This is an optimization exercise on Yosys and OpenROAD, whose aim is small area, a short achievable clock period and few clock cycles per item, not a production implementation.
At most, simulation tests tie the RTL to the original design; equivalence was not proved.
Power is estimated from default activity; no workload was simulated.

old:
## risc14Exec
module risc14Exec
(
	input wire logic Clock_not,
	input wire logic rstN,
	input wire logic psel,
	input wire logic penable,
	input wire logic pwrite,
	input wire logic [8-1:0] paddr,
	input wire logic [32-1:0] pwdata,
	output logic [32-1:0] prdata,
	output logic pready,
	output logic pslverr
);
For scale: about 2,100 cells after synthesis, roughly 17,000 sq um of cells after synthesis.
==> flow/config.mk <==
export PLATFORM = sky130hd
export DESIGN_NAME = risc14Exec
export DESIGN_NICKNAME = risc14Exec
export VERILOG_FILES = /design/flow/design.v
export SDC_FILE = /design/flow/constraint.sdc
export NUM_CORES = 4
export LEC_CHECK = 0
export ABC_AREA = 1
export CAP_MARGIN = 20
export CORE_MARGIN = 2
export CORE_UTILIZATION = 50
export CTS_CLUSTER_DIAMETER = 60
export CTS_CLUSTER_SIZE = 30
export SETUP_SLACK_MARGIN = 5.0
export SLEW_MARGIN = 20
export TNS_END_PERCENT = 5
==> flow/constraint.sdc <==
create_clock -name core_clock -period 7.5 [get_ports {Clock_not}]
set_input_delay 1.5000 -clock core_clock [delete_from_list [all_inputs] [get_ports {Clock_not}]]
set_output_delay 1.5000 -clock core_clock [all_outputs]
set_load 0.01 [all_outputs]
standard.sh (not shown) runs the stock make flow with config.mk's settings and CLKGATE_MAP_FILE= SYNTH_SCRIPT=/design/flow/synth_recipe.tcl, a recipe that flattens the netlist after the stock synthesis.
==> flow/flow/run.sh <==
#!/bin/bash
# Standard layout, with the port buffers made from plain buffers instead of
# the cell buffer_ports picks by default (often a delay cell).
set -e
cp standard.sh standard.sh.txt 2>/dev/null || true
export BUFFER_PORTS_ARGS="-buffer_cell sky130_fd_sc_hd__buf_4"
bash standard.sh > standard.log 2>&1
Testbench counts of old, summed over its fixed seeds: cycles 19,530, transfers 9,600.
What new does differently from old at the input level:
Settings: CTS_CLUSTER_SIZE removed (was 30); CTS_CLUSTER_DIAMETER removed (was 60).
--- outcome ---
Number of clock buffers inserted by TritonCTS was higher in the run labelled new. Between old and new, the post-route worst hold slack is lower for new. Summary of new over old: combinational share of power decreased 0.4 points; finished layout cell area now sits lower. Comparing new against old, there is no change at all in distinct cell type count after synthesis. new completed; timing, DRC and antenna clean.


risc14Exec again, from the RTL that the note above started with.
## risc14Exec
module risc14Exec
(
	input wire logic Clock_not,
	input wire logic rstN,
	input wire logic psel,
	input wire logic penable,
	input wire logic pwrite,
	input wire logic [8-1:0] paddr,
	input wire logic [32-1:0] pwdata,
	output logic [32-1:0] prdata,
	output logic pready,
	output logic pslverr
);
==> flow/config.mk <==
export PLATFORM = sky130hd
export DESIGN_NAME = risc14Exec
export DESIGN_NICKNAME = risc14Exec
export VERILOG_FILES = /design/flow/design.v
export SDC_FILE = /design/flow/constraint.sdc
export NUM_CORES = 4
export LEC_CHECK = 0
export ABC_AREA = 1
export CAP_MARGIN = 20
export CORE_MARGIN = 2
export CORE_UTILIZATION = 50
export SETUP_SLACK_MARGIN = 5.0
export SLEW_MARGIN = 20
export TNS_END_PERCENT = 1
==> flow/constraint.sdc <==
create_clock -name core_clock -period 7.5 [get_ports {Clock_not}]
set_input_delay 1.5000 -clock core_clock [delete_from_list [all_inputs] [get_ports {Clock_not}]]
set_output_delay 1.5000 -clock core_clock [all_outputs]
set_load 0.01 [all_outputs]
Scripts as last shown in full above: flow/flow/run.sh
The first run ran to the end with no violations.
Testbench counts at the start, summed over its fixed seeds: cycles 19,530, transfers 9,600.
Then changed:
--- a/flow/config.mk
+++ b/flow/config.mk
@@ -14 +14 @@
-export TNS_END_PERCENT = 1
+export TNS_END_PERCENT = 20
Effect: Sequential share of layout area falls by 1.7 points; routed wire length rises by 5.2%; global-route usage falls by 0.97 points; via count rises by 4.4%; final area rises by 4.9%.


risc14Exec, a different RTL version from the one above (not shown whole).
Size: roughly 2100 cells after synthesis, ~290 flip-flops, about 79 I/O pins, roughly 0.018 mm^2 of cells after synthesis.
Settings: LEC_CHECK=0, ABC_AREA=1, CAP_MARGIN=20, CORE_MARGIN=2, CORE_UTILIZATION=50, PLACE_DENSITY=0.72, SETUP_SLACK_MARGIN=5.0, SLEW_MARGIN=20, TNS_END_PERCENT=5; clock period 7.5 ns.
Scripts as last shown in full above: flow/flow/run.sh
Change:
--- a/flow/config.mk
+++ b/flow/config.mk
@@ -11,3 +11,2 @@
 export CORE_UTILIZATION = 50
-export PLACE_DENSITY = 0.72
 export SETUP_SLACK_MARGIN = 5.0
- cell count drops by 0.86%
- clock-buffer cell count falls by 2
- routed wire length came out lower by about 0.5%
- flip-flop and latch count does not change
- synthesized cell count is unchanged
- power rose by about 1%
Change:
--- a/flow/config.mk
+++ b/flow/config.mk
@@ -11,2 +11,3 @@
 export CORE_UTILIZATION = 50
+export GPL_ROUTABILITY_DRIVEN = 0
 export SETUP_SLACK_MARGIN = 5.0
After rerunning: Global-route usage drops by 0.53 points. Routed wire length fell by about 1.8%. Flip-flop and latch count is unchanged.
Change:
--- a/flow/config.mk
+++ b/flow/config.mk
@@ -11,5 +11,4 @@
 export CORE_UTILIZATION = 50
-export GPL_ROUTABILITY_DRIVEN = 0
 export SETUP_SLACK_MARGIN = 5.0
 export SLEW_MARGIN = 20
-export TNS_END_PERCENT = 5
+export TNS_END_PERCENT = 1
What happened: Setup slack gets better by 0.066 ns; via count is higher by a few percent; routed wire length is higher by a few percent; synthesized area stays the same.
No run of this note included a check of the RTL's function; only the layout flow was run.

==> port drivers added, routing unchanged <==
No port has a modelled driver above. Below, the same layouts with a new extraction and two added sets of constraints. Step 1: set_driving_cell puts a clkbuf_16 on Clock_not and a buf_2 on each other input, an assumption about the parent block. Step 2 also shifts input and output timing later by t, the mid clock arrival at the registers, as if the neighbouring blocks saw the same clock. Three values: ideal, step 1, step 2; two values: the first two.
run	t (ns)	setup slack, ns	worst hold slack (ns)	worst setup path after step 2	latest minus earliest clock arrival (ns)
old	0.617	4.511 / 4.511 / 3.927	0.498 / 0.498 / 0.498	input to register	0.018 / 0.019
new	0.637	4.540 / 4.542 / 3.933	0.492 / 0.492 / 0.492	input to register	0.020 / 0.019
the first run of note 2	0.623	4.528 / 4.528 / 3.976	0.502 / 0.502 / 0.502	input to register	0.020 / 0.020
the second run of note 2	0.619	4.543 / 4.508 / 4.000	0.496 / 0.496 / 0.496	input to register	0.018 / 0.018
the first run of note 3	0.613	4.521 / 4.521 / 3.908	0.481 / 0.481 / 0.481	input to register	0.023 / 0.022
the second run of note 3	0.627	4.542 / 4.569 / 3.942	0.468 / 0.468 / 0.468	input to register	0.024 / 0.024
the third run of note 3	0.612	4.474 / 4.464 / 3.852	0.465 / 0.465 / 0.465	input to register	0.022 / 0.022
the fourth run of note 3	0.591	4.540 / 4.531 / 3.939	0.501 / 0.501 / 0.501	input to register	0.021 / 0.021
After both steps every run listed still meets setup and hold. The setup slack of the third run of note 3, which loses most, moves by -0.010 ns with the drivers and by -0.622 ns with both steps.
